This is an optimization exercise on Yosys and OpenROAD, whose aim is a short achievable clock period and few clock cycles per item, not a production implementation. Function not checked in this run: the RTL went through the layout flow alone.

$ cat flow/run.sh
#!/bin/bash
# synth_recipe.tcl (not shown) runs the flow's synth.tcl, then flattens the netlist and writes it again
# the make line also repeats each setting of config.mk as NAME=value (left out here)
make -C /OpenROAD-flow-scripts/flow DESIGN_CONFIG=/design/flow/config.mk WORK_HOME=/design/flow/orfs CLKGATE_MAP_FILE= SYNTH_SCRIPT=/design/flow/synth_recipe.tcl finish
$ cat flow/constraint.sdc
create_clock -name core_clock -period 10.0 [get_ports {clk_i}]
set_input_delay 2.0000 -clock core_clock [delete_from_list [all_inputs] [get_ports {clk_i}]]
set_output_delay 2.0000 -clock core_clock [all_outputs]
set_load 0.01 [all_outputs]
$ cat flow/design.v
`default_nettype none
package frvac_pkg;
  localparam int unsigned POS_W          = 32;   
  localparam int unsigned DVS_W          = 9;    
  localparam int unsigned CNT_W          = $clog2(POS_W);
  localparam int unsigned BSIZE_W        = 26;
  localparam int unsigned VOFF_W         = 26;
  localparam int unsigned OP_W           = 2;
  localparam int unsigned SLOT_W         = 3;
  localparam int unsigned FRM_W          = 4;
  localparam int unsigned VCNT_W         = 20;
  localparam int unsigned NEED_W         = VCNT_W + DVS_W;
  localparam int unsigned KIB_BYTES      = 1024;
  localparam int unsigned BUFFER_KIB_DEF = 32768;
  localparam int unsigned MAX_FRAMES_DEF = 8;
  typedef enum logic [OP_W-1:0] {
    OP_FRAME  = 2'd0,
    OP_LOCK   = 2'd1,
    OP_UNLOCK = 2'd2
  } op_e;
endpackage
`default_nettype wire
`default_nettype none
module frvac_div (
  input  wire logic                         clk_i,
  input  wire logic                         rst_ni,
  input  wire logic                         start_i,
  input  wire logic [frvac_pkg::POS_W-1:0]  dividend_i,
  input  wire logic [frvac_pkg::DVS_W-1:0]  divisor_i,
  output logic                              done_o,
  output logic [frvac_pkg::POS_W-1:0]       quotient_o
);
  localparam int unsigned POS_W = frvac_pkg::POS_W;
  localparam int unsigned DVS_W = frvac_pkg::DVS_W;
  localparam int unsigned CNT_W = frvac_pkg::CNT_W;
  logic             active_q, active_d;
  logic             done_q, done_d;
  logic [CNT_W-1:0] cnt_q, cnt_d;
  logic [POS_W-1:0] quo_q, quo_d;
  logic [DVS_W:0]   rem_q, rem_d;
  logic [DVS_W-1:0] dvs_q, dvs_d;
  logic [DVS_W:0]   rem_sh;
  logic             ge;
  always_comb begin
    rem_sh   = {rem_q[DVS_W-1:0], quo_q[POS_W-1]};
    ge       = (rem_sh >= {1'b0, dvs_q});
    active_d = active_q;
    done_d   = 1'b0;
    cnt_d    = cnt_q;
    quo_d    = quo_q;
    rem_d    = rem_q;
    dvs_d    = dvs_q;
    if (start_i) begin
      active_d = 1'b1;
      cnt_d    = CNT_W'(POS_W - 1);
      quo_d    = dividend_i;
      rem_d    = '0;
      dvs_d    = divisor_i;
    end else if (active_q) begin
      quo_d = {quo_q[POS_W-2:0], ge};
      rem_d = ge ? (rem_sh - {1'b0, dvs_q}) : rem_sh;
      cnt_d = cnt_q - CNT_W'(1);
      if (cnt_q == '0) begin
        active_d = 1'b0;
        done_d   = 1'b1;
      end
    end
  end
  always_ff @(posedge clk_i or negedge rst_ni) begin
    if (!rst_ni) begin
      active_q <= 1'b0;
      done_q   <= 1'b0;
      cnt_q    <= '0;
    end else begin
      active_q <= active_d;
      done_q   <= done_d;
      cnt_q    <= cnt_d;
    end
  end
  always_ff @(posedge clk_i) begin
    quo_q <= quo_d;
    rem_q <= rem_d;
    dvs_q <= dvs_d;
  end
  assign done_o     = done_q;
  assign quotient_o = quo_q;
endmodule
`default_nettype wire
`default_nettype none
module frvac_modstep #(
  parameter int unsigned SH = 4
) (
  input  wire logic [8:0]        x_i,
  input  wire logic [15:0][12:0] m_i,
  output logic      [8:0]        y_o
);
  localparam int unsigned NJ = 1 << SH;
  logic [12:0]         v;
  logic [NJ:0]         ge;
  logic [NJ-1:0][13:0] d;
  always_comb begin
    v      = 13'(x_i) << SH;
    ge[NJ] = 1'b0;
    for (int j = 0; j < NJ; j++) begin
      d[j]  = {1'b0, v} - {1'b0, m_i[j]};
      ge[j] = ~d[j][13];
    end
    y_o = '0;
    for (int j = 0; j < NJ; j++) begin
      if (ge[j] && !ge[j+1]) y_o = y_o | d[j][8:0];
    end
  end
endmodule
module frvac_addmod (
  input  wire logic [8:0] a_i,
  input  wire logic [8:0] b_i,
  input  wire logic [8:0] s_i,
  output logic      [8:0] y_o
);
  logic [9:0]  t;
  logic [10:0] d;
  always_comb begin
    t   = {1'b0, a_i} + {1'b0, b_i};
    d   = {1'b0, t} - {2'b0, s_i};
    y_o = d[10] ? t[8:0] : d[8:0];
  end
endmodule
module frvac_csa #(
  parameter int unsigned W = 14
) (
  input  wire logic [W-1:0] a_i,
  input  wire logic [W-1:0] b_i,
  input  wire logic [W-1:0] c_i,
  output logic      [W-1:0] s_o,
  output logic      [W-1:0] c_o
);
  logic [W-1:0] maj;
  assign s_o = a_i ^ b_i ^ c_i;
  assign maj = (a_i & b_i) | (a_i & c_i) | (b_i & c_i);
  assign c_o = {maj[W-2:0], 1'b0};
endmodule
module frvac_pad (
  input  wire logic [7:0][15:0]       xh_i,
  input  wire logic [7:0][15:0][8:0]  g_i,
  input  wire logic [8:0][13:0]       mp_i,    
  output logic      [8:0][8:0]        d_o,
  output logic      [8:0]             sel_o
);
  logic [7:0][13:0] t;
  logic [13:0] s1a, c1a, s1b, c1b;
  logic [13:0] s2a, c2a, s2b, c2b;
  logic [13:0] s3, c3, s4, c4;
  logic [8:0][13:0] ks, kc, d;
  logic [9:0] nn;
  always_comb begin
    for (int n = 0; n < 8; n++) begin
      t[n] = '0;
      for (int v = 0; v < 16; v++) begin
        t[n] = t[n] | ({14{xh_i[n][v]}} & 14'(g_i[n][v]));
      end
    end
  end
  frvac_csa #(14) u_c1a (.a_i(t[0]), .b_i(t[1]), .c_i(t[2]), .s_o(s1a), .c_o(c1a));
  frvac_csa #(14) u_c1b (.a_i(t[3]), .b_i(t[4]), .c_i(t[5]), .s_o(s1b), .c_o(c1b));
  frvac_csa #(14) u_c2a (.a_i(s1a),  .b_i(c1a),  .c_i(s1b),  .s_o(s2a), .c_o(c2a));
  frvac_csa #(14) u_c2b (.a_i(c1b),  .b_i(t[6]), .c_i(t[7]), .s_o(s2b), .c_o(c2b));
  frvac_csa #(14) u_c3  (.a_i(s2a),  .b_i(c2a),  .c_i(s2b),  .s_o(s3),  .c_o(c3));
  frvac_csa #(14) u_c4  (.a_i(s3),   .b_i(c3),   .c_i(c2b),  .s_o(s4),  .c_o(c4));
  for (genvar k = 0; k < 9; k++) begin : g_k
    frvac_csa #(14) u_ck (.a_i(mp_i[k]), .b_i(~s4), .c_i(~c4), .s_o(ks[k]), .c_o(kc[k]));
    assign d[k]   = ks[k] + kc[k];
    assign d_o[k] = d[k][8:0];
  end
  always_comb begin
    nn[0] = 1'b0;
    for (int k = 0; k < 9; k++) nn[k+1] = ~d[k][13];
    for (int k = 0; k < 9; k++) sel_o[k] = nn[k+1] & ~nn[k];
  end
endmodule
module frvac_nib (
  input  wire logic [31:0]      x_i,
  output logic      [7:0][15:0] h_o
);
  always_comb begin
    for (int n = 0; n < 8; n++) begin
      for (int v = 0; v < 16; v++) h_o[n][v] = (x_i[4*n +: 4] == 4'(v));
    end
  end
endmodule
`default_nettype wire
`default_nettype none
module frame_ring_vertex_allocator_core #(
  parameter int unsigned BUFFER_KIB           = frvac_pkg::BUFFER_KIB_DEF,
  parameter int unsigned MAX_FRAMES_IN_FLIGHT = frvac_pkg::MAX_FRAMES_DEF
) (
  input  wire logic                           clk_i,
  input  wire logic                           rst_ni,
  input  wire logic                           start,
  output logic                                busy,
  input  wire logic                           cfg_we_i,
  input  wire logic [frvac_pkg::BSIZE_W-1:0]  cfg_wdata_i,
  input  wire logic [frvac_pkg::OP_W-1:0]     op_i,
  input  wire logic [frvac_pkg::SLOT_W-1:0]   frame_slot_i,
  input  wire logic [frvac_pkg::FRM_W-1:0]    frames_in_flight_i,
  input  wire logic [frvac_pkg::VCNT_W-1:0]   vertex_count_i,
  input  wire logic [frvac_pkg::DVS_W-1:0]    stride_i,
  output logic                                done_o,
  output logic                                status_o,
  output logic [frvac_pkg::POS_W-1:0]         byte_offset_o,
  output logic [frvac_pkg::VOFF_W-1:0]        vertex_offset_o,
  output logic                                wrapped_o,
  output logic [frvac_pkg::POS_W-1:0]         discard_count_o,
  output logic [frvac_pkg::POS_W-1:0]         peak_bytes_o,
  output logic [frvac_pkg::POS_W-1:0]         frame_wraps_o,
  output logic [frvac_pkg::POS_W-1:0]         frame_calls_o
);
  localparam int unsigned POS_W     = frvac_pkg::POS_W;
  localparam int unsigned DVS_W     = frvac_pkg::DVS_W;
  localparam int unsigned BSIZE_W   = frvac_pkg::BSIZE_W;
  localparam int unsigned VOFF_W    = frvac_pkg::VOFF_W;
  localparam int unsigned OP_W      = frvac_pkg::OP_W;
  localparam int unsigned SLOT_W    = frvac_pkg::SLOT_W;
  localparam int unsigned FRM_W     = frvac_pkg::FRM_W;
  localparam int unsigned VCNT_W    = frvac_pkg::VCNT_W;
  localparam int unsigned NEED_W    = frvac_pkg::NEED_W;
  localparam int unsigned KIB_BYTES = frvac_pkg::KIB_BYTES;
  localparam logic [OP_W-1:0] OP_FRAME  = frvac_pkg::OP_FRAME;
  localparam logic [OP_W-1:0] OP_LOCK   = frvac_pkg::OP_LOCK;
  localparam logic [OP_W-1:0] OP_UNLOCK = frvac_pkg::OP_UNLOCK;
  localparam logic [BSIZE_W-1:0] BSIZE_RST = BSIZE_W'(BUFFER_KIB * KIB_BYTES);
  localparam logic [FRM_W:0]     MAX_F     = (FRM_W + 1)'(MAX_FRAMES_IN_FLIGHT);
  localparam int unsigned NV = 10;      
  logic [BSIZE_W-1:0] bsize_q;
  logic [BSIZE_W-1:0] rdiv3_q, rdiv5_q, rdiv7_q;
  logic               busy_q;
  logic               d3_done, d5_done, d7_done;
  logic [POS_W-1:0]   d3_quo, d5_quo, d7_quo;
  frvac_div u_div3 (.clk_i(clk_i), .rst_ni(rst_ni), .start_i(cfg_we_i),
                    .dividend_i(POS_W'(cfg_wdata_i)), .divisor_i(DVS_W'(3)),
                    .done_o(d3_done), .quotient_o(d3_quo));
  frvac_div u_div5 (.clk_i(clk_i), .rst_ni(rst_ni), .start_i(cfg_we_i),
                    .dividend_i(POS_W'(cfg_wdata_i)), .divisor_i(DVS_W'(5)),
                    .done_o(d5_done), .quotient_o(d5_quo));
  frvac_div u_div7 (.clk_i(clk_i), .rst_ni(rst_ni), .start_i(cfg_we_i),
                    .dividend_i(POS_W'(cfg_wdata_i)), .divisor_i(DVS_W'(7)),
                    .done_o(d7_done), .quotient_o(d7_quo));
  always_ff @(posedge clk_i or negedge rst_ni) begin
    if (!rst_ni) begin
      bsize_q <= BSIZE_RST;
      rdiv3_q <= BSIZE_RST / 3;
      rdiv5_q <= BSIZE_RST / 5;
      rdiv7_q <= BSIZE_RST / 7;
      busy_q  <= 1'b0;
    end else begin
      if (cfg_we_i) begin
        bsize_q <= cfg_wdata_i;
        busy_q  <= 1'b1;
      end else if (d3_done) begin
        busy_q  <= 1'b0;
      end
      if (d3_done) rdiv3_q <= d3_quo[BSIZE_W-1:0];
      if (d5_done) rdiv5_q <= d5_quo[BSIZE_W-1:0];
      if (d7_done) rdiv7_q <= d7_quo[BSIZE_W-1:0];
    end
  end
  assign busy = busy_q;
  logic [NV-1:0] v_q;
  always_ff @(posedge clk_i or negedge rst_ni) begin
    if (!rst_ni) v_q <= '0;
    else         v_q <= {v_q[NV-2:0], start & ~busy_q};
  end
  logic [OP_W-1:0]    op0_q;
  logic [SLOT_W-1:0]  slot0_q;
  logic [FRM_W-1:0]   frm0_q;
  logic [VCNT_W-1:0]  cnt0_q;
  logic [DVS_W-1:0]   str0_q;
  always_ff @(posedge clk_i) begin
    op0_q   <= op_i;
    slot0_q <= frame_slot_i;
    frm0_q  <= frames_in_flight_i;
    cnt0_q  <= vertex_count_i;
    str0_q  <= stride_i;
  end
  logic [FRM_W:0]         f0;
  logic [BSIZE_W-1:0]     rsel0;
  logic [POS_W-1:0]       bsel0;
  logic [NEED_W-1:0]      need0;
  logic [15:0][12:0]      mul0;
  logic [31:0][DVS_W-1:0] tab0;
  logic [3:0]             tz0;
  logic [DVS_W-1:0]       odd0;
  logic [5:0]             inv0;
  always_comb begin
    f0 = ({1'b0, frm0_q} > MAX_F) ? MAX_F : {1'b0, frm0_q};
    case (f0[3:0])
      4'd1:    rsel0 = bsize_q;
      4'd2:    rsel0 = bsize_q >> 1;
      4'd3:    rsel0 = rdiv3_q;
      4'd4:    rsel0 = bsize_q >> 2;
      4'd5:    rsel0 = rdiv5_q;
      4'd6:    rsel0 = rdiv3_q >> 1;
      4'd7:    rsel0 = rdiv7_q;
      default: rsel0 = bsize_q >> 3;
    endcase
    bsel0 = POS_W'(slot0_q) * POS_W'(rsel0);
    need0 = NEED_W'(cnt0_q) * NEED_W'(str0_q);
    for (int j = 0; j < 16; j++) mul0[j] = 13'(j) * 13'(str0_q);
    tz0 = 4'd0;
    for (int i = DVS_W - 1; i >= 0; i--) begin
      if (str0_q[i]) tz0 = 4'(i);
    end
    odd0 = str0_q >> tz0;
    begin
      logic [5:0] x, o;
      o = 6'(odd0);
      x = o;
      x = x * (6'd2 - o * x);
      inv0 = x;
    end
  end
  assign tab0[0] = (str0_q == DVS_W'(1)) ? '0 : DVS_W'(1);
  for (genvar j = 1; j <= 4; j++) begin : g_t0
    frvac_modstep #(.SH(j)) u_ms (.x_i(tab0[0]), .m_i(mul0), .y_o(tab0[j]));
  end
  assign tab0[31:5] = '0;
  logic [OP_W-1:0]        op1_q;
  logic                   fnz1_q;
  logic [BSIZE_W-1:0]     rsel1_q;
  logic [POS_W-1:0]       bsel1_q;
  logic                   cz1_q;
  logic [DVS_W-1:0]       str1_q;
  logic [NEED_W-1:0]      need1_q;
  logic [15:0][12:0]      mul1_q;
  logic [4:0][DVS_W-1:0]  tab1_q;
  logic [3:0]             tz1_q;
  logic [DVS_W-1:0]       odd1_q;
  logic [5:0]             inv1_q;
  always_ff @(posedge clk_i) begin
    op1_q   <= op0_q;
    fnz1_q  <= (f0 != '0);
    rsel1_q <= rsel0;
    bsel1_q <= bsel0;
    cz1_q   <= (cnt0_q == '0);
    str1_q  <= str0_q;
    need1_q <= need0;
    mul1_q  <= mul0;
    tab1_q  <= tab0[4:0];
    tz1_q   <= tz0;
    odd1_q  <= odd0;
    inv1_q  <= inv0;
  end
  logic [BSIZE_W-1:0]     rctx_q;
  logic [POS_W-1:0]       bctx_q;
  logic                   fr1;
  logic [12:0][DVS_W-1:0] tab1;
  logic [11:0]            inv1;
  assign fr1 = v_q[1] && (op1_q == OP_FRAME) && fnz1_q;
  always_ff @(posedge clk_i or negedge rst_ni) begin
    if (!rst_ni) begin
      rctx_q <= BSIZE_RST;
      bctx_q <= '0;
    end else if (fr1) begin
      rctx_q <= rsel1_q;
      bctx_q <= bsel1_q;
    end
  end
  assign tab1[4:0] = tab1_q;
  for (genvar c = 0; c < 2; c++) begin : g_t1
    for (genvar j = 1; j <= 4; j++) begin : g_j
      frvac_modstep #(.SH(j)) u_ms (.x_i(tab1[4 + 4*c]), .m_i(mul1_q), .y_o(tab1[4 + 4*c + j]));
    end
  end
  always_comb begin
    logic [11:0] x, o, e;
    o = 12'(odd1_q);
    x = 12'(inv1_q);
    e = 12'd1 - o * x;             
    inv1 = x + {6'(x[5:0] * e[11:6]), 6'd0};
  end
  logic [OP_W-1:0]        op2_q;
  logic                   fnz2_q;
  logic                   ref2_q;
  logic [DVS_W-1:0]       str2_q;
  logic [NEED_W-1:0]      need2_q;
  logic [POS_W-1:0]       base2_q;    
  logic [POS_W-1:0]       end2_q;
  logic [15:0][12:0]      mul2_q;
  logic [12:0][DVS_W-1:0] tab2_q;
  logic [3:0]             tz2_q;
  logic [DVS_W-1:0]       odd2_q;
  logic [11:0]            inv2_q;
  always_ff @(posedge clk_i) begin
    op2_q   <= op1_q;
    fnz2_q  <= fnz1_q;
    ref2_q  <= cz1_q || (str1_q == '0) || (POS_W'(need1_q) > POS_W'(rctx_q));
    str2_q  <= str1_q;
    need2_q <= need1_q;
    base2_q <= (op1_q == OP_FRAME) ? bsel1_q : bctx_q;
    end2_q  <= bctx_q + POS_W'(rctx_q);
    mul2_q  <= mul1_q;
    tab2_q  <= tab1;
    tz2_q   <= tz1_q;
    odd2_q  <= odd1_q;
    inv2_q  <= inv1;
  end
  logic [20:0][DVS_W-1:0] tab2;
  logic [23:0]            inv2;
  assign tab2[12:0] = tab2_q;
  for (genvar c = 0; c < 2; c++) begin : g_t2
    for (genvar j = 1; j <= 4; j++) begin : g_j
      frvac_modstep #(.SH(j)) u_ms (.x_i(tab2[12 + 4*c]), .m_i(mul2_q), .y_o(tab2[12 + 4*c + j]));
    end
  end
  always_comb begin
    logic [23:0] x, o, e;
    o = 24'(odd2_q);
    x = 24'(inv2_q);
    e = 24'd1 - o * x;             
    inv2 = x + {12'(x[11:0] * e[23:12]), 12'd0};
  end
  logic [OP_W-1:0]        op3_q;
  logic                   fnz3_q;
  logic                   ref3_q;
  logic [DVS_W-1:0]       str3_q;
  logic [NEED_W-1:0]      need3_q;
  logic [POS_W-1:0]       base3_q;
  logic [POS_W-1:0]       end3_q;
  logic [15:0][12:0]      mul3_q;
  logic [20:0][DVS_W-1:0] tab3_q;
  logic [3:0]             tz3_q;
  logic [DVS_W-1:0]       odd3_q;
  logic [23:0]            inv3_q;
  always_ff @(posedge clk_i) begin
    op3_q   <= op2_q;
    fnz3_q  <= fnz2_q;
    ref3_q  <= ref2_q;
    str3_q  <= str2_q;
    need3_q <= need2_q;
    base3_q <= base2_q;
    end3_q  <= end2_q;
    mul3_q  <= mul2_q;
    tab3_q  <= tab2;
    tz3_q   <= tz2_q;
    odd3_q  <= odd2_q;
    inv3_q  <= inv2;
  end
  logic [28:0][DVS_W-1:0] tab3;
  logic [25:0]            inv3;
  assign tab3[20:0] = tab3_q;
  for (genvar c = 0; c < 2; c++) begin : g_t3
    for (genvar j = 1; j <= 4; j++) begin : g_j
      frvac_modstep #(.SH(j)) u_ms (.x_i(tab3[20 + 4*c]), .m_i(mul3_q), .y_o(tab3[20 + 4*c + j]));
    end
  end
  always_comb begin
    logic [25:0] x, o, e;
    o = 26'(odd3_q);
    x = 26'(inv3_q);
    e = 26'd1 - o * x;             
    inv3 = x + {2'(x[1:0] * e[25:24]), 24'd0};
  end
  logic [OP_W-1:0]        op4_q;
  logic                   fnz4_q;
  logic                   ref4_q;
  logic [DVS_W-1:0]       str4_q;
  logic [NEED_W-1:0]      need4_q;
  logic [POS_W-1:0]       base4_q;
  logic [POS_W-1:0]       end4_q;
  logic [15:0][12:0]      mul4_q;
  logic [28:0][DVS_W-1:0] tab4_q;
  logic [3:0]             tz4_q;
  logic [25:0]            inv4_q;
  always_ff @(posedge clk_i) begin
    op4_q   <= op3_q;
    fnz4_q  <= fnz3_q;
    ref4_q  <= ref3_q;
    str4_q  <= str3_q;
    need4_q <= need3_q;
    base4_q <= base3_q;
    end4_q  <= end3_q;
    mul4_q  <= mul3_q;
    tab4_q  <= tab3;
    tz4_q   <= tz3_q;
    inv4_q  <= inv3;
  end
  logic [31:0][DVS_W-1:0]        tab4;
  logic [7:0][15:0][DVS_W-1:0]   g4;
  assign tab4[28:0] = tab4_q;
  for (genvar j = 1; j <= 3; j++) begin : g_t4
    frvac_modstep #(.SH(j)) u_ms (.x_i(tab4[28]), .m_i(mul4_q), .y_o(tab4[28 + j]));
  end
  logic [7:0][3:0][DVS_W-1:0] glo4, ghi4;
  for (genvar n = 0; n < 8; n++) begin : g_n
    assign glo4[n][0] = '0;
    assign glo4[n][1] = tab4[4*n];
    assign glo4[n][2] = tab4[4*n + 1];
    assign ghi4[n][0] = '0;
    assign ghi4[n][1] = tab4[4*n + 2];
    assign ghi4[n][2] = tab4[4*n + 3];
    frvac_addmod u_lo (.a_i(glo4[n][1]), .b_i(glo4[n][2]), .s_i(str4_q), .y_o(glo4[n][3]));
    frvac_addmod u_hi (.a_i(ghi4[n][1]), .b_i(ghi4[n][2]), .s_i(str4_q), .y_o(ghi4[n][3]));
    for (genvar v = 0; v < 16; v++) begin : g_v
      if (v < 4) begin : g_l
        assign g4[n][v] = glo4[n][v];
      end else if (v % 4 == 0) begin : g_h
        assign g4[n][v] = ghi4[n][v / 4];
      end else begin : g_s
        frvac_addmod u_s (.a_i(glo4[n][v % 4]), .b_i(ghi4[n][v / 4]), .s_i(str4_q), .y_o(g4[n][v]));
      end
    end
  end
  logic [OP_W-1:0]              op5_q;
  logic                         fnz5_q;
  logic                         ref5_q;
  logic [DVS_W-1:0]             str5_q;
  logic [NEED_W-1:0]            need5_q;
  logic [POS_W-1:0]             base5_q;
  logic [POS_W-1:0]             end5_q;
  logic [7:0][15:0][DVS_W-1:0]  g5_q;
  logic [8:0][13:0]             mp5_q;
  logic [3:0]                   tz5_q;
  logic [25:0]                  inv5_q;
  always_ff @(posedge clk_i) begin
    op5_q   <= op4_q;
    fnz5_q  <= fnz4_q;
    ref5_q  <= ref4_q;
    str5_q  <= str4_q;
    need5_q <= need4_q;
    base5_q <= base4_q;
    end5_q  <= end4_q;
    g5_q    <= g4;
    for (int k = 0; k < 9; k++) mp5_q[k] <= 14'(mul4_q[k]) + 14'd2;
    tz5_q   <= tz4_q;
    inv5_q  <= inv4_q;
  end
  logic [7:0][15:0]     bh5;
  logic [8:0][DVS_W-1:0] bd5;
  logic [8:0]           bsel5;
  logic [POS_W-1:0]     upb5;
  frvac_nib u_bnib (.x_i(base5_q), .h_o(bh5));
  frvac_pad u_bpad (.xh_i(bh5), .g_i(g5_q), .mp_i(mp5_q), .d_o(bd5), .sel_o(bsel5));
  always_comb begin
    logic [DVS_W-1:0] pad;
    pad = '0;
    for (int k = 0; k < 9; k++) pad = pad | ({DVS_W{bsel5[k]}} & bd5[k]);
    upb5 = base5_q + POS_W'(pad);
  end
  logic                         lk6_q, ul6_q, fr6_q;
  logic [OP_W-1:0]              op6_q;
  logic                         ref6_q;
  logic [NEED_W-1:0]            need6_q;
  logic [POS_W-1:0]             base6_q;
  logic [POS_W-1:0]             upb6_q;
  logic [POS_W-1:0]             end6_q;
  logic [POS_W-1:0]             nb6_q;      
  logic [POS_W-1:0]             thr6_q;     
  logic                         nge6_q;     
  logic [7:0][15:0][DVS_W-1:0]  g6_q;
  logic [8:0][13:0]             mp6_q;
  logic [3:0]                   tz6_q;
  logic [25:0]                  inv6_q;
  always_ff @(posedge clk_i) begin
    lk6_q   <= (op5_q == OP_LOCK) && !ref5_q;
    ul6_q   <= (op5_q == OP_UNLOCK);
    fr6_q   <= (op5_q == OP_FRAME) && fnz5_q;
    op6_q   <= op5_q;
    ref6_q  <= ref5_q;
    need6_q <= need5_q;
    base6_q <= base5_q;
    upb6_q  <= upb5;
    end6_q  <= end5_q;
    nb6_q   <= POS_W'(need5_q) - base5_q;
    thr6_q  <= POS_W'(0) - POS_W'(str5_q);
    nge6_q  <= POS_W'(need5_q) > end5_q;
    g6_q    <= g5_q;
    mp6_q   <= mp5_q;
    tz6_q   <= tz5_q;
    inv6_q  <= inv5_q;
  end
  logic [POS_W-1:0]      pos_q;
  logic [7:0][15:0]      posh_q;       
  logic [8:0][DVS_W-1:0] pd;
  logic [8:0]            psel;
  logic                  ovf;
  logic [POS_W-1:0]      xn;            
  logic [22:0]           ph1;
  logic [POS_W:0]        ua, ub;
  logic [POS_W+1:0]      ta;
  logic                  u_never, a_always, a_never, b_never;
  logic [8:0]            pn_wrap;
  logic [8:0][POS_W-1:0] pn;
  logic [POS_W-1:0]      pnew, pos_d;
  logic                  wrap;
  logic [7:0][15:0]      posh_d;
  frvac_pad u_ppad (.xh_i(posh_q), .g_i(g6_q), .mp_i(mp6_q), .d_o(pd), .sel_o(psel));
  always_comb begin
    ovf = pos_q > thr6_q;                        
    xn  = pos_q + POS_W'(need6_q);
    ph1 = pos_q[31:9] + 23'd1;
    ua = {1'b1, {POS_W{1'b0}}} - {1'b0, xn};     
    ta = {2'b0, end6_q} - {2'b0, xn};            
    ub = {1'b0, end6_q} + ua;                    
    u_never  = (ua > (POS_W + 1)'(511));
    a_always = ta[POS_W+1];
    a_never  = !ta[POS_W+1] && (ta > (POS_W + 2)'(510));
    b_never  = (ub > (POS_W + 1)'(510));
    for (int k = 0; k < 9; k++) begin
      logic [9:0]  plo;
      logic        cx, w;
      plo = {1'b0, pos_q[8:0]} + {1'b0, pd[k]};
      cx  = !u_never && ({1'b0, pd[k]} >= ua[9:0]);
      if (ovf)     w = nge6_q;
      else if (cx) w = !b_never && ({1'b0, pd[k]} > ub[9:0]);
      else         w = a_always || (!a_never && ({1'b0, pd[k]} > ta[9:0]));
      pn_wrap[k] = w;
      pn[k] = w   ? upb6_q :
              ovf ? '0 :
              {plo[9] ? ph1 : pos_q[31:9], plo[8:0]};
    end
    pnew = '0;
    wrap = 1'b0;
    for (int k = 0; k < 9; k++) begin
      pnew = pnew | ({POS_W{psel[k]}} & pn[k]);
      wrap = wrap | (psel[k] & pn_wrap[k]);
    end
    if (v_q[6] && lk6_q)      pos_d = pnew;
    else if (v_q[6] && ul6_q) pos_d = xn;
    else if (v_q[6] && fr6_q) pos_d = base6_q;
    else                      pos_d = pos_q;
  end
  frvac_nib u_pnib (.x_i(pos_d), .h_o(posh_d));
  always_ff @(posedge clk_i or negedge rst_ni) begin
    if (!rst_ni) begin
      pos_q  <= '0;
      posh_q <= {8{16'h0001}};
    end else begin
      pos_q  <= pos_d;
      posh_q <= posh_d;
    end
  end
  logic [OP_W-1:0]    op7_q;
  logic               lk7_q, ref7_q, wrap7_q;
  logic [POS_W-1:0]   p7_q, nb7_q;
  logic [3:0]         tz7_q;
  logic [25:0]        inv7_q;
  always_ff @(posedge clk_i) begin
    op7_q   <= op6_q;
    lk7_q   <= lk6_q;
    ref7_q  <= ref6_q;
    wrap7_q <= wrap;
    p7_q    <= pnew;
    nb7_q   <= nb6_q;
    tz7_q   <= tz6_q;
    inv7_q  <= inv6_q;
  end
  logic [POS_W-1:0] disc_q, peak_q, fwrap_q, fcall_q;
  logic             fr7;
  logic [POS_W-1:0] use7;
  logic [POS_W-1:0] peak_n, fwrap_n, fcall_n, disc_n;
  logic [25:0]      pt7;
  assign fr7  = v_q[7] && (op7_q == OP_FRAME);
  assign use7 = p7_q + nb7_q;
  assign pt7  = 26'(p7_q >> tz7_q);
  always_comb begin
    peak_n  = peak_q;
    fwrap_n = fwrap_q;
    fcall_n = fcall_q;
    disc_n  = disc_q;
    if (v_q[7] && lk7_q) begin
      peak_n  = (use7 > peak_q) ? use7 : peak_q;
      fcall_n = fcall_q + POS_W'(1);
      if (wrap7_q) begin
        fwrap_n = fwrap_q + POS_W'(1);
        disc_n  = disc_q + POS_W'(1);
      end
    end
  end
  always_ff @(posedge clk_i or negedge rst_ni) begin
    if (!rst_ni) begin
      disc_q  <= '0;
      peak_q  <= '0;
      fwrap_q <= '0;
      fcall_q <= '0;
    end else if (fr7) begin
      peak_q  <= '0;
      fwrap_q <= '0;
      fcall_q <= '0;
    end else begin
      disc_q  <= disc_n;
      peak_q  <= peak_n;
      fwrap_q <= fwrap_n;
      fcall_q <= fcall_n;
    end
  end
  logic               st8_q, lk8_q, wrap8_q;
  logic [POS_W-1:0]   p8_q, disc8_q, peak8_q, fwrap8_q, fcall8_q;
  logic [25:0]        pp0_8_q;
  logic [16:0]        pp1_8_q;
  logic [7:0]         pp2_8_q;
  always_ff @(posedge clk_i) begin
    st8_q    <= (op7_q == OP_LOCK) && ref7_q;
    lk8_q    <= lk7_q;
    wrap8_q  <= wrap7_q;
    p8_q     <= p7_q;
    disc8_q  <= disc_n;
    peak8_q  <= peak_n;
    fwrap8_q <= fwrap_n;
    fcall8_q <= fcall_n;
    pp0_8_q  <= 26'(pt7 * 26'(inv7_q[8:0]));
    pp1_8_q  <= 17'(pt7[16:0] * 17'(inv7_q[17:9]));
    pp2_8_q  <= 8'(pt7[7:0] * inv7_q[25:18]);
  end
  logic               res_status_q, res_wrapped_q;
  logic [POS_W-1:0]   res_boff_q, res_disc_q, res_peak_q, res_fwrap_q, res_fcall_q;
  logic [VOFF_W-1:0]  res_voff_q;
  always_ff @(posedge clk_i) begin
    res_status_q  <= st8_q;
    res_wrapped_q <= lk8_q && wrap8_q;
    res_boff_q    <= lk8_q ? p8_q : '0;
    res_voff_q    <= lk8_q ? (pp0_8_q + {pp1_8_q, 9'd0} + {pp2_8_q, 18'd0}) : '0;
    res_disc_q    <= disc8_q;
    res_peak_q    <= peak8_q;
    res_fwrap_q   <= fwrap8_q;
    res_fcall_q   <= fcall8_q;
  end
  assign done_o          = v_q[9];
  assign status_o        = res_status_q;
  assign byte_offset_o   = res_boff_q;
  assign vertex_offset_o = res_voff_q;
  assign wrapped_o       = res_wrapped_q;
  assign discard_count_o = res_disc_q;
  assign peak_bytes_o    = res_peak_q;
  assign frame_wraps_o   = res_fwrap_q;
  assign frame_calls_o   = res_fcall_q;
endmodule
`default_nettype wire
$ cat flow/config.mk
export PLATFORM = sky130hd
export DESIGN_NAME = frame_ring_vertex_allocator_core
export DESIGN_NICKNAME = frame_ring_vertex_allocator_core
export VERILOG_FILES = /design/flow/design.v
export SDC_FILE = /design/flow/constraint.sdc
export NUM_CORES = 4
export LEC_CHECK = 0
export CAP_MARGIN = 20
export CORE_MARGIN = 2
export CORE_UTILIZATION = 40
export SETUP_SLACK_MARGIN = 3.0
export SLEW_MARGIN = 20
==> summary.txt <==
## how the worst max path moves through the flow
stage               cells after the start          to       start  slack (ns)
floorplan                              45  g5_q[1132]   str4_q[1]       -2.28
global placement                       50  upb6_q[28]  base5_q[2]       -0.76
detailed placement                     50  upb6_q[28]  base5_q[2]       -0.88
CTS                                    41  inv3_q[23]   inv2_q[0]       -0.21
global route                           44  inv3_q[23]   inv2_q[0]       -0.47
finish                                 42  upb6_q[24]  base5_q[0]       -0.13
## worst max-delay path: cells and delay by family, from the launching register on
family | cells | cell delay (ns)
compound gates | 17 | 3.77
flops | 1 | 0.40
simple gates | 9 | 1.06
buf+inv | 7 | 1.08
mux | 1 | 0.31
fa+ha+maj | 7 | 3.18
xor+xnor | 1 | 0.12
## through the flow
stage | utilization [%] | hold WS [ns] | setup slack (ns)
finish | 47.9 | 0.274 | -0.128
floorplan | - | 0.310 | -2.28
global placement | 44.3 | 0.310 | -0.758
CTS | 47.4 | 0.280 | -0.213
detailed placement | 44.3 | 0.312 | -0.880
global route | 47.8 | 0.275 | -0.471
## per-layer routing
layer	part of all wire [%]	track usage [%]
met3	8.8	6.52
met1	43	42.5
met4	6.3	16.3
met5	0.040	0
met2	42	47.5
## cell type report
type | count | area [um^2]
clock inverter | 284 | 4150
inverter | 2751 | 10600
timing repair buffer | 2680 | 22900
clock buffer | 740 | 15800
sequential | 5067 | 105000
multi-input combinational | 22500 | 188000
fill | 69600 | 391000
antenna | 137 | 343
tap | 9920 | 12400
## state kept, by name, summed over array words and instances, names as in the netlist, 37 cells and up
| name | cells |
|---|---|
| posh_q | 120 |
| tab2_q | 109 |
| mul2_q | 71 |
| g6_q | 1072 |
| g5_q | 1072 |
| mul3_q | 71 |
| tab1_q | 37 |
| tab4_q | 253 |
| mp5_q | 64 |
| mp6_q | 71 |
| tab3_q | 181 |
| mul1_q | 71 |
## cell families (layout without fill, tap and decap cells)
logic type | count (synthesis) | after routing | share of synthesized area, %
AND/OR/NAND/NOR | 6640 | 6641 | 10.8
buffers and inverters | 3640 | 6455 | 4.56
other | 1 | 138 | 0.00125
multiplexers | 607 | 607 | 2.29
flip-flops | 5067 | 5067 | 34.8
AO/OA/AOI/OAI | 7911 | 7911 | 17.3
XOR/XNOR | 2575 | 2575 | 7.52
adder cells (fa/ha/maj) | 4764 | 4764 | 22.7
## cells in the final DEF, fill, tap and decap left out, types with 575 or more instances in the layout
cell,count
a21o_1,1237
a21oi_1,1847
a22oi_1,630
and2_1,609
buf_4,2165
clkbuf_16,575
dfxtp_1,4460
fa_1,1106
ha_1,3551
inv_1,2662
nand2_1,2152
nor2_1,1272
o21ai_0,1399
o21bai_1,691
xnor2_1,1776
xor2_1,753
## what timing repair did
| item | 4_1_cts | 5_1_grt |
|---|---|---|
| setup buffers | 95 | 64 |
| hold buffers | 0 | 0 |
| gates cloned | 1 | 3 |
| endpoints found under the setup margin | 793 | 820 |
| resized for setup | 629 | 454 |
| pin swaps | 330 | 260 |
==> flow_summary.json <==
{
  "numCtsBuffers": 564,
  "finalNetCount": 38400,
  "synth_edf_count": 78,
  "so_faults": "setup timing",
  "wirelength_um": 1240000,
  "synth_most_common_cell": "dfxtp_1",
  "hold_path_depth": 0,
  "wl_per_cell_um": 28.2,
  "first_pass_iters": 9,
  "r2r_setup_slack_ns": -0.13,
  "route.detailed.drc": 0,
  "max_freq_mhz": 98.7,
  "port_buffers": 257,
  "hold_end": "res_fcall_q[21]",
  "crit_slowest_cell": "a222oi_1",
  "worstSetupPathType": "reg -> reg",
  "antenna_found_initial": 186,
  "holdCritPathClass": "reg -> reg",
  "area_growth_pct": 19.4,
  "place_congestion": 1.02,
  "cp.required_ns": 10.97,
  "synth_nets": 36000,
  "endpoint_kind": "flop",
  "fin_crit_ns": 10.13,
  "cp-start-kind": "flop",
  "dpl-instance-area_um2": 332000,
  "path_common_cell": "fa_1",
  "ys_ff_latch": 5067,
  "ant_nets": 0,
  "fp.dieH_um": 871,
  "path_clk_slew_ns": 0.06,
  "tns_ns": -0.499,
  "drtIter0Drc": 25200,
  "drive_above_1_share_pct": 14.3,
  "final_hold_viol_count": 0,
  "cts.sinks": 5067,
  "seq_area_frac_synth_pct": 34.8,
  "grt_max_degree": 133,
  "fin_crit_sh_pct": 101,
  "synthCells": 31200,
  "worst_slack_ns": -0.128,
  "grt_pass1_wl_um": 1750000,
  "cts_root_buf": "clkbuf_16",
  "htreeDepth": 6,
  "synth_ff_type": "dfxtp_1",
  "syn_area_per_cell_um2": 9.62,
  "clock_latency_ns": 1.17,
  "synth_top_area_cell": "dfxtp_1",
  "cts_tree": "yes",
  "hpwl_um": 998000,
  "status": "failed layout checks",
  "synthTopCellsByArea": "dfxtp_1 (30%), ha_1 (15%), fa_1 (7.6%)",
  "worst_pin_slew_ns": 1.28,
  "maxCapViolCount": 0,
  "crit-reg2reg-capture": "upb6_q[24]",
  "dp_cells": 42800,
  "critPathArrivalTime_ns": 11.10,
  "viasPerCell": 5.65,
  "min-delay-start": "fcall8_q[21]",
  "synth_area_um2": 300000,
  "setup_viol": 9,
  "max_slew_margin_pct": 13.6,
  "rsz0062_at_grt": "yes",
  "r2r_start": "base5_q[0]",
  "cts_buffer_depth": 4,
  "grt_pass1_vias": 243000,
  "start_util_pct": 40.1,
  "rows": 318,
  "fin_worst_skew_ns": 0.112,
  "synth_cell_types": 128,
  "num_vias": 249000,
  "synth_commonest_cells": "dfxtp_1 (4518), ha_1 (3617), inv_1 (2714)",
  "die_area_um2": 758000,
  "die_x_um": 871,
  "path_max_fanout": 4,
  "slew_viol_final": 0,
  "final_cells": 44100,
  "core_area_um2": 749000,
  "num_io_pins": 258,
  "grt_overflow": 0,
  "netlist.area_leader.share_pct": 30.1,
  "async_flop_share_pct": 9.30,
  "groute.usage.overall_pct": 31.5,
  "fin_area_um2": 359000,
  "r2r_cells": 42,
  "cp_slowest_stage_delay_ns": 0.83,
  "ys_warn_count": 9
}

port drivers added, routing unchanged:
How much do the figures lean on ideal ports? The routed layout below was timed once more, with nothing changed but the port constraints.
Step 1 sets driving cells, clkbuf_16 on the clock port and buf_2 on the other inputs (assumed; they add their load-dependent delay and slew).
Step 2 moves the port delays by t, midway between the first and last clock arrival at a register: inputs arrive t later, outputs are due t later. That takes back most of the time a late clock gives input paths.
a / b / c = ideal / step 1 / step 2; a / b = the first two.
t, ns: 1.268
setup slack, ns: -0.128 / -0.128 / -0.128
hold slack, ns: 0.274 / 0.274 / 0.274
clock arrival spread, ns: 0.126 / 0.126
worst data-port slew with drivers (ns): 0.15
For this run, drivers alone change the setup slack by 0.000 ns; drivers and shift together by 0.000 ns.
